From an optimization exercise on the open Yosys and OpenROAD flow, aimed at small area; shortcuts taken in it are not production practice. Where RTL was checked, it was by simulation tests only, not by an equivalence proof against the original.

// resample_interp
module resample_interp #(
    parameter int SYM_WIDTH = 1,
    parameter int INT_WIDTH = 1,
    parameter int DEC_WIDTH = 14,
    parameter int MU_WIDTH  = 8,
    parameter int DEPTH     = 8,
    parameter int CNT_WIDTH = 16,
    localparam int DW = SYM_WIDTH + INT_WIDTH + DEC_WIDTH,
    localparam int LW = $clog2(DEPTH) + 1
) (
    input  logic                 clk,
    input  logic                 rst,
    input  logic                 flush,
    input  logic                 in_valid,
    input  logic [DW-1:0]        in_i,
    input  logic [DW-1:0]        in_q,
    input  logic                 mk,
    input  logic [MU_WIDTH-1:0]  mu,
    input  logic                 mode,
    input  logic                 out_ready,
    output logic                 out_valid,
    output logic [DW-1:0]        out_i,
    output logic [DW-1:0]        out_q,
    output logic [LW-1:0]        fifo_level,
    output logic                 overflow,
    output logic [CNT_WIDTH-1:0] sym_cnt
);
Size: ~23000 um2 of cells after synthesis.
==> flow/config.mk <==
export PLATFORM = sky130hd
export DESIGN_NAME = resample_interp
export DESIGN_NICKNAME = resample_interp
export VERILOG_FILES = /design/flow/design.v
export SDC_FILE = /design/flow/constraint.sdc
export NUM_CORES = 4
export LEC_CHECK = 0
export CAP_MARGIN = 20
export CORE_MARGIN = 2
export CORE_UTILIZATION = 65
export PLACE_DENSITY = 0.75
export SLEW_MARGIN = 20
export SYNTH_HIERARCHICAL = 1
export SYNTH_MINIMUM_KEEP_SIZE = 0
==> flow/constraint.sdc <==
create_clock -name core_clock -period 6.0 [get_ports {clk}]
set_input_delay 1.2000 -clock core_clock [delete_from_list [all_inputs] [get_ports {clk}]]
set_output_delay 1.2000 -clock core_clock [all_outputs]
set_load 0.01 [all_outputs]
standard.sh (not shown) runs the stock make flow with config.mk's settings and CLKGATE_MAP_FILE= SYNTH_SCRIPT=/design/flow/synth_recipe.tcl, a recipe that flattens the netlist after the stock synthesis.
==> flow/flow/run.sh <==
#!/bin/bash
# Layout flow: the standard ORFS flow (standard.sh, unchanged synthesis)
# with two changes to the layout steps:
#   * port buffers use the smallest buffer (buf_1) instead of the resizer's
#     default choice; every input and output port still gets a buffer;
#   * clock tree synthesis runs without dummy loads, with the same clustering
#     settings as config.mk.
# Each tool's full output is in orfs/logs/ (one log per step); make's own
# output goes to flow_make.log in the work folder.
set -euo pipefail
export BUFFER_PORTS_ARGS="-buffer_cell sky130_fd_sc_hd__buf_1"
export CTS_ARGS="-sink_clustering_enable -repair_clock_nets -dont_use_dummy_load -buf_list sky130_fd_sc_hd__clkbuf_8 -sink_clustering_size 22 -sink_clustering_max_diameter 45"
bash standard.sh > flow_make.log 2>&1
Then changed:
--- a/flow/flow/run.sh
+++ b/flow/flow/run.sh
@@ -11,3 +11,3 @@
 export BUFFER_PORTS_ARGS="-buffer_cell sky130_fd_sc_hd__buf_1"
-export CTS_ARGS="-sink_clustering_enable -repair_clock_nets -dont_use_dummy_load -buf_list sky130_fd_sc_hd__clkbuf_8 -sink_clustering_size 22 -sink_clustering_max_diameter 45"
+export CTS_ARGS="-sink_clustering_enable -repair_clock_nets -dont_use_dummy_load -buf_list sky130_fd_sc_hd__clkbuf_4 -sink_clustering_size 12 -sink_clustering_max_diameter 40"
 bash standard.sh > flow_make.log 2>&1
Final cell count came out higher by 0.58%.
Die area is unchanged.
Via count stays flat.
Register-to-register slack loses 0.05 ns.
Final area came out lower by 0.68%.
Then changed:
==> flow/flow/run.sh (replaced) <==
#!/bin/bash
# Layout flow: the standard ORFS flow (standard.sh) with the standard
# synthesis unchanged, and these changes to the layout steps only:
#   * port buffers use the smallest buffer (buf_1); every input and output
#     port still gets its buffer;
#   * clock tree synthesis without dummy loads, clkbuf_8 tree buffers;
#   * placement-time repair may not use the large buffers (buf_4 and up).
# Each ORFS step writes its full log under orfs/logs/; make's output goes to
# make_synth.log and make_layout.log in the work folder.
set -euo pipefail
bash standard.sh synth > make_synth.log 2>&1
export BUFFER_PORTS_ARGS="-buffer_cell sky130_fd_sc_hd__buf_1"
export CTS_ARGS="-sink_clustering_enable -repair_clock_nets -dont_use_dummy_load -buf_list sky130_fd_sc_hd__clkbuf_8 -sink_clustering_size 20 -sink_clustering_max_diameter 50"
export DONT_USE_CELLS="sky130_fd_sc_hd__buf_4 sky130_fd_sc_hd__buf_6 sky130_fd_sc_hd__buf_8 sky130_fd_sc_hd__buf_12 sky130_fd_sc_hd__buf_16 sky130_fd_sc_hd__bufbuf_8 sky130_fd_sc_hd__bufbuf_16"
bash standard.sh > make_layout.log 2>&1
The new run passed the timing, DRC and antenna checks.
Clock-buffer cell count is lower by 15.
Setup slack improves by 0.015 ns.
Global-route usage is lower by 0.12 points.
Die area does not change.
Routed wire length is lower by 0.41%.
Hold slack improves by 0.0087 ns.
Then changed:
==> flow/flow/run.sh (replaced) <==
#!/bin/bash
# Layout flow: the standard ORFS flow (standard.sh, unchanged synthesis)
# with two changes to the layout steps:
#   * port buffers use the smallest buffer (buf_1) instead of the resizer's
#     default choice; every input and output port still gets a buffer;
#   * clock tree synthesis runs without dummy loads, with the same clustering
#     settings as config.mk.
# Each tool's full output is in orfs/logs/ (one log per step); make's own
# output goes to flow_make.log in the work folder.
set -euo pipefail
export BUFFER_PORTS_ARGS="-buffer_cell sky130_fd_sc_hd__buf_1"
export CTS_ARGS="-sink_clustering_enable -repair_clock_nets -dont_use_dummy_load -buf_list sky130_fd_sc_hd__clkbuf_8 -sink_clustering_size 20 -sink_clustering_max_diameter 50"
bash standard.sh > flow_make.log 2>&1
CORE_UTILIZATION = 80   (was 65)
PLACE_DENSITY = 0.9   (was 0.75)
What happened: The new run passed the timing, DRC and antenna checks; core utilization climbs by 16 points; sequential share of layout area climbs by 0.37 points; maximum frequency drops slightly; worst setup slack degrades by 0.099 ns; cell count drops by a few percent; wire length climbs by a few percent; via count climbs by a few percent; register-to-register slack degrades by 0.099 ns; first-iteration DRC count climbs by well over a third; die area drops by about a fifth.
No functional check of the RTL was part of any run of this note.

---

== AL ==
Another version of the RTL of resample_interp (not shown whole).
Size in the first run: about 420 flip-flops, ~100 I/O pins, roughly 23,000 sq um of cells after synthesis.
==> flow/design.v (excerpt) <==
module resample_interp #(
    parameter int SYM_WIDTH = 1,
    parameter int INT_WIDTH = 1,
    parameter int DEC_WIDTH = 14,
    parameter int MU_WIDTH  = 8,
    parameter int DEPTH     = 8,
    parameter int CNT_WIDTH = 16,
    localparam int DW = SYM_WIDTH + INT_WIDTH + DEC_WIDTH,
    localparam int LW = $clog2(DEPTH) + 1
) (
    input  logic                 clk,
    input  logic                 rst,
    input  logic                 flush,
    input  logic                 in_valid,
    input  logic [DW-1:0]        in_i,
    input  logic [DW-1:0]        in_q,
    input  logic                 mk,
    input  logic [MU_WIDTH-1:0]  mu,
    input  logic                 mode,
    input  logic                 out_ready,
    output logic                 out_valid,
    output logic [DW-1:0]        out_i,
    output logic [DW-1:0]        out_q,
    output logic [LW-1:0]        fifo_level,
    output logic                 overflow,
    output logic [CNT_WIDTH-1:0] sym_cnt
);
Settings: LEC_CHECK=0, CAP_MARGIN=20, CORE_MARGIN=2, CORE_UTILIZATION=40, CTS_BUF_LIST=sky130_fd_sc_hd__clkbuf_16, CTS_CLUSTER_DIAMETER=80, CTS_CLUSTER_SIZE=25, PLACE_DENSITY=0.6, SLEW_MARGIN=20, SYNTH_HIERARCHICAL=1, SYNTH_MINIMUM_KEEP_SIZE=0; clock period 6.0 ns.
==> flow/flow/run.sh <==
#!/bin/bash
# Layout flow: the standard ORFS flow (standard.sh, unchanged synthesis)
# with two changes to the layout steps:
#   * port buffers use the smallest buffer (buf_1) instead of the resizer's
#     default choice; every input and output port still gets a buffer;
#   * clock tree synthesis runs without dummy loads, with the same clustering
#     settings as config.mk.
# Each tool's full output is in orfs/logs/ (one log per step); make's own
# output goes to flow_make.log in the work folder.
set -euo pipefail
export BUFFER_PORTS_ARGS="-buffer_cell sky130_fd_sc_hd__buf_1"
export CTS_ARGS="-sink_clustering_enable -repair_clock_nets -dont_use_dummy_load -buf_list sky130_fd_sc_hd__clkbuf_16 -sink_clustering_size 25 -sink_clustering_max_diameter 80"
bash standard.sh > flow_make.log 2>&1
The flow did not stop early for AL: all stages ran, and the layout cleared the timing, DRC and antenna checks.
[inputs] JK vs AL
==> flow/run.sh (new file) <==
#!/bin/bash
# synth_recipe.tcl (not shown) runs the flow's synth.tcl, then flattens the netlist and writes it again
# the make line also repeats each setting of config.mk as NAME=value (left out here)
make -C /OpenROAD-flow-scripts/flow DESIGN_CONFIG=/design/flow/config.mk WORK_HOME=/design/flow/orfs CLKGATE_MAP_FILE= SYNTH_SCRIPT=/design/flow/synth_recipe.tcl finish
removed: flow/flow/run.sh
removed: flow/standard.sh
==> comparison <==
Looking at routed wire length, JK sits about 1.3% higher than AL does.
Compared to AL, JK has sequential share of layout area 1.4 points lower.
AL → JK: minimum clock period went down by 100 ps; routed wire length per instance now larger.
When JK is measured against AL, its length in cells of the worst reg-to-reg path turns out about 5% higher.
Re final cell count: JK and AL aren't equal, and the higher value belongs to JK.
Cmp JK and AL / worst setup slack / lower: AL
NOTE: critical path depth in JK exceeds that of AL
Function was not checked in any run of this note: the RTL went through the layout flow alone.

---

The RTL this note starts from:
==> flow/design.v <==
module resample_interp #(
    parameter int SYM_WIDTH = 1,
    parameter int INT_WIDTH = 1,
    parameter int DEC_WIDTH = 14,
    parameter int MU_WIDTH  = 8,
    parameter int DEPTH     = 8,
    parameter int CNT_WIDTH = 16,
    localparam int DW = SYM_WIDTH + INT_WIDTH + DEC_WIDTH,
    localparam int LW = $clog2(DEPTH) + 1
) (
    input  logic                 clk,
    input  logic                 rst,
    input  logic                 flush,
    input  logic                 in_valid,
    input  logic [DW-1:0]        in_i,
    input  logic [DW-1:0]        in_q,
    input  logic                 mk,
    input  logic [MU_WIDTH-1:0]  mu,
    input  logic                 mode,
    input  logic                 out_ready,
    output logic                 out_valid,
    output logic [DW-1:0]        out_i,
    output logic [DW-1:0]        out_q,
    output logic [LW-1:0]        fifo_level,
    output logic                 overflow,
    output logic [CNT_WIDTH-1:0] sym_cnt
);
    localparam int AW = $clog2(DEPTH);
    localparam int SW = DW + MU_WIDTH;
    logic                 strobe;
    logic                 x_zero;
    logic [DW-1:0]        x_i, x_q;
    logic                 s1_valid, s2_valid, s3_valid;
    logic [DW-1:0]        s1_a_i, s1_a_q;
    logic [MU_WIDTH-1:0]  s1_mu;
    logic [DW-1:0]        s2_y_i, s2_y_q, s3_y_i, s3_y_q;
    logic [DW-1:0]        y_i, y_q;
    logic [DW-1:0]        mem_i [DEPTH];
    logic [DW-1:0]        mem_q [DEPTH];
    logic [AW-1:0]        wr_ptr, rd_ptr;
    logic                 full, pop, wr_ok;
    assign strobe = in_valid && mk;
    always_ff @(posedge clk or posedge rst) begin
        if (rst) begin
            x_zero   <= 1'b1;
            s1_valid <= 1'b0;
            s2_valid <= 1'b0;
            s3_valid <= 1'b0;
        end else if (flush) begin
            x_zero   <= 1'b1;
            s1_valid <= 1'b0;
            s2_valid <= 1'b0;
            s3_valid <= 1'b0;
        end else begin
            if (in_valid) x_zero <= 1'b0;
            s1_valid <= strobe;
            s2_valid <= s1_valid;
            s3_valid <= s2_valid;
        end
    end
    always_ff @(posedge clk) begin
        if (in_valid) begin
            x_i <= in_i;
            x_q <= in_q;
        end
        s1_a_i <= !mode ? in_i : x_zero ? '0 : x_i;
        s1_a_q <= !mode ? in_q : x_zero ? '0 : x_q;
        s1_mu  <= mu;
        s2_y_i <= y_i;
        s2_y_q <= y_q;
        s3_y_i <= s2_y_i;
        s3_y_q <= s2_y_q;
    end
    function automatic logic [DW-1:0] interp(input logic [DW-1:0] a,
                                             input logic [DW-1:0] b,
                                             input logic [MU_WIDTH-1:0] m);
        logic [SW-1:0] acc;
        logic [DW-1:0] ao, bo;
        ao = a ^ (DW'(1) << (DW - 1));
        bo = b ^ (DW'(1) << (DW - 1));
        acc = (SW'(1) << (MU_WIDTH - 1)) + SW'(ao);
        for (int k = 0; k < MU_WIDTH; k++)
            acc = acc + (SW'(m[k] ? bo : ao) << k);
        interp = acc[SW-1:MU_WIDTH] ^ (DW'(1) << (DW - 1));
    endfunction
    assign y_i = interp(s1_a_i, x_i, s1_mu);
    assign y_q = interp(s1_a_q, x_q, s1_mu);
    assign full      = fifo_level == LW'(DEPTH);
    assign out_valid = fifo_level != '0;
    assign pop       = out_valid && out_ready;
    assign wr_ok     = s3_valid && (!full || pop);
    assign out_i     = out_valid ? mem_i[rd_ptr] : '0;
    assign out_q     = out_valid ? mem_q[rd_ptr] : '0;
    always_ff @(posedge clk) begin
        if (wr_ok && !flush) begin
            mem_i[wr_ptr] <= s3_y_i;
            mem_q[wr_ptr] <= s3_y_q;
        end
    end
    always_ff @(posedge clk or posedge rst) begin
        if (rst) begin
            wr_ptr     <= '0;
            rd_ptr     <= '0;
            fifo_level <= '0;
            overflow   <= 1'b0;
            sym_cnt    <= '0;
        end else if (flush) begin
            wr_ptr     <= '0;
            rd_ptr     <= '0;
            fifo_level <= '0;
            overflow   <= 1'b0;
            sym_cnt    <= '0;
        end else begin
            if (wr_ok) begin
                wr_ptr  <= wr_ptr + AW'(1);
                sym_cnt <= sym_cnt + CNT_WIDTH'(1);
            end
            if (pop) begin
                rd_ptr <= rd_ptr + AW'(1);
            end
            case ({wr_ok, pop})
                2'b10:   fifo_level <= fifo_level + LW'(1);
                2'b01:   fifo_level <= fifo_level - LW'(1);
                default: fifo_level <= fifo_level;
            endcase
            if (s3_valid && !wr_ok) begin
                overflow <= 1'b1;
            end
        end
    end
endmodule
==> flow/config.mk <==
export PLATFORM = sky130hd
export DESIGN_NAME = resample_interp
export DESIGN_NICKNAME = resample_interp
export VERILOG_FILES = /design/flow/design.v
export SDC_FILE = /design/flow/constraint.sdc
export NUM_CORES = 4
export LEC_CHECK = 0
export CAP_MARGIN = 20
export CORE_MARGIN = 2
export CORE_UTILIZATION = 40
export CTS_BUF_LIST = sky130_fd_sc_hd__clkbuf_16
export CTS_CLUSTER_DIAMETER = 80
export CTS_CLUSTER_SIZE = 25
export PLACE_DENSITY = 0.6
export SLEW_MARGIN = 20
==> flow/constraint.sdc <==
create_clock -name core_clock -period 6.0 [get_ports {clk}]
set_input_delay 1.2000 -clock core_clock [delete_from_list [all_inputs] [get_ports {clk}]]
set_output_delay 1.2000 -clock core_clock [all_outputs]
set_load 0.01 [all_outputs]
run.sh (not shown) runs the stock make flow with config.mk's settings and CLKGATE_MAP_FILE= SYNTH_SCRIPT=/design/flow/synth_recipe.tcl, a recipe that flattens the netlist after the stock synthesis.
Stock flow here: none of the scripts above is used.
Edit:
Settings changed: CTS_BUF_LIST sky130_fd_sc_hd__clkbuf_16 to default, CTS_CLUSTER_DIAMETER 80 to default, CTS_CLUSTER_SIZE 25 to default.
After rerunning: The new run ran to the end with no violations; maximum frequency rose by 0.59%; final cell count went up by 1.4%; die area is unchanged; worst hold slack got worse by 7.9 ps; synthesized area is unchanged; wire length increases by about 1.7%.
Edit:
Settings changed: CTS_BUF_LIST from default to sky130_fd_sc_hd__clkbuf_4.
Outcome:
- The changed run passed the timing, DRC and antenna checks
- routed wire length is about the same
- area after synthesis stays the same
- final area is about the same
- fmax barely changes
- critical path depth stays the same
- via count is higher by about 2.6%
- final cell count is higher by about 4.4%
- non-clock buffer count does not change
- global-route usage is higher by 0.19 points
Edit:
Settings changed: CTS_BUF_LIST sky130_fd_sc_hd__clkbuf_4 to sky130_fd_sc_hd__clkbuf_8, CTS_CLUSTER_DIAMETER from default to 60, CTS_CLUSTER_SIZE from default to 16.
What happened:
- critical path depth is unchanged
- wire length shrinks by 1.3%
- final cell count shrinks by about 5%

---

beta:
resample_interp, a different RTL version from the one above (not shown whole).
Size in the first run: about 420 flip-flops.
clock: 6.0 ns
lec_check: 0
cap_margin: 20
core_margin: 2
core_utilization: 65
gpl_timing_driven: 0
place_density: 0.75
slew_margin: 20
synth_hierarchical: 1
synth_minimum_keep_size: 0
standard.sh (not shown) runs the stock make flow with config.mk's settings and CLKGATE_MAP_FILE= SYNTH_SCRIPT=/design/flow/synth_recipe.tcl, a recipe that flattens the netlist after the stock synthesis.
==> flow/flow/run.sh <==
#!/bin/bash
# Layout flow: the standard ORFS flow (standard.sh, synthesis unchanged)
# with two changes to the layout steps:
#   * port buffers use the smallest buffer (buf_1) instead of the resizer's
#     default choice; every input and output port still gets a buffer;
#   * clock tree synthesis runs without dummy loads and builds the tree from
#     clkbuf_8 cells with sink clusters of at most 20 flip-flops.
# Each tool's full output is in orfs/logs/ (one log per step); make's own
# output goes to flow_make.log in the work folder.
set -euo pipefail
export BUFFER_PORTS_ARGS="-buffer_cell sky130_fd_sc_hd__buf_1"
export CTS_ARGS="-sink_clustering_enable -repair_clock_nets -dont_use_dummy_load -buf_list sky130_fd_sc_hd__clkbuf_8 -sink_clustering_size 20 -sink_clustering_max_diameter 50"
bash standard.sh > flow_make.log 2>&1
beta reached the end of the flow, and the finished layout is clean on the timing, DRC and antenna checks.
Input changes introduced in delta (baseline for comparison: beta):
- GPL_TIMING_DRIVEN: 0 -> unset
## What came out
- In the metrics for delta and beta, the one carrying the lower layout overhead on the synthesized area is delta.
- Re total detailed-routing wirelength: beta was higher than delta.
- Cmp delta and beta / post-route clock period utilization / lower: delta
- Looking at routed via count across both flows, delta is the stronger of the two, with beta trailing.
- Looking at total global-route track usage, delta sits 0.79 points below beta.
- Re iteration-0 DRC count of the detailed router: delta and beta aren't equal, and the lower value belongs to delta.
- On delta: instance area after placement is about 1.7% lower than what beta gave.
- Re multi-input combinational gate total: no difference whatsoever between delta and beta.

[separate check: timing with driven ports]
The flow's constraints put no driver on any port. The routed layouts listed below were extracted and timed again, unchanged, in two steps.
Step 1 assumes that a clkbuf_16 drives the clock port and a buf_2 every other input.
Step 2, shift: input delay + t, output delay - t, t = (earliest + latest rising clock arrival at the registers) / 2. This alone moves slack from input paths to output paths.
Slacks: ideal ports / drivers / drivers and shift; pairs: ideal ports / drivers.
run | shift t [ns] | slack for setup (ns) | worst setup path after step 2 | cell pins on the clock port's net
the first run of note 1 | 0.643 | 0.494 / 0.494 / 0.494 | register to register | 1
the second run of note 1 | 0.817 | 0.446 / 0.446 / 0.446 | register to register | 1
the third run of note 1 | 0.637 | 0.462 / 0.462 / 0.462 | register to register | 1
the fourth run of note 1 | 0.662 | 0.363 / 0.363 / 0.363 | register to register | 1
AL | 0.601 | 0.275 / 0.275 / 0.275 | register to register | 1
JK | 0.628 | 0.375 / 0.375 / 0.375 | register to register | 1
the first run of note 3 | 0.600 | 0.545 / 0.545 / 0.545 | register to register | 1
the second run of note 3 | 0.621 | 0.577 / 0.577 / 0.577 | register to register | 1
the third run of note 3 | 0.845 | 0.579 / 0.579 / 0.579 | register to register | 1
the fourth run of note 3 | 0.657 | 0.571 / 0.571 / 0.571 | register to register | 1
beta | 0.593 | 0.230 / 0.230 / 0.230 | register to register | 1
delta | 0.574 | 0.439 / 0.439 / 0.439 | register to register | 1
After both steps setup and hold are still met in every run listed.
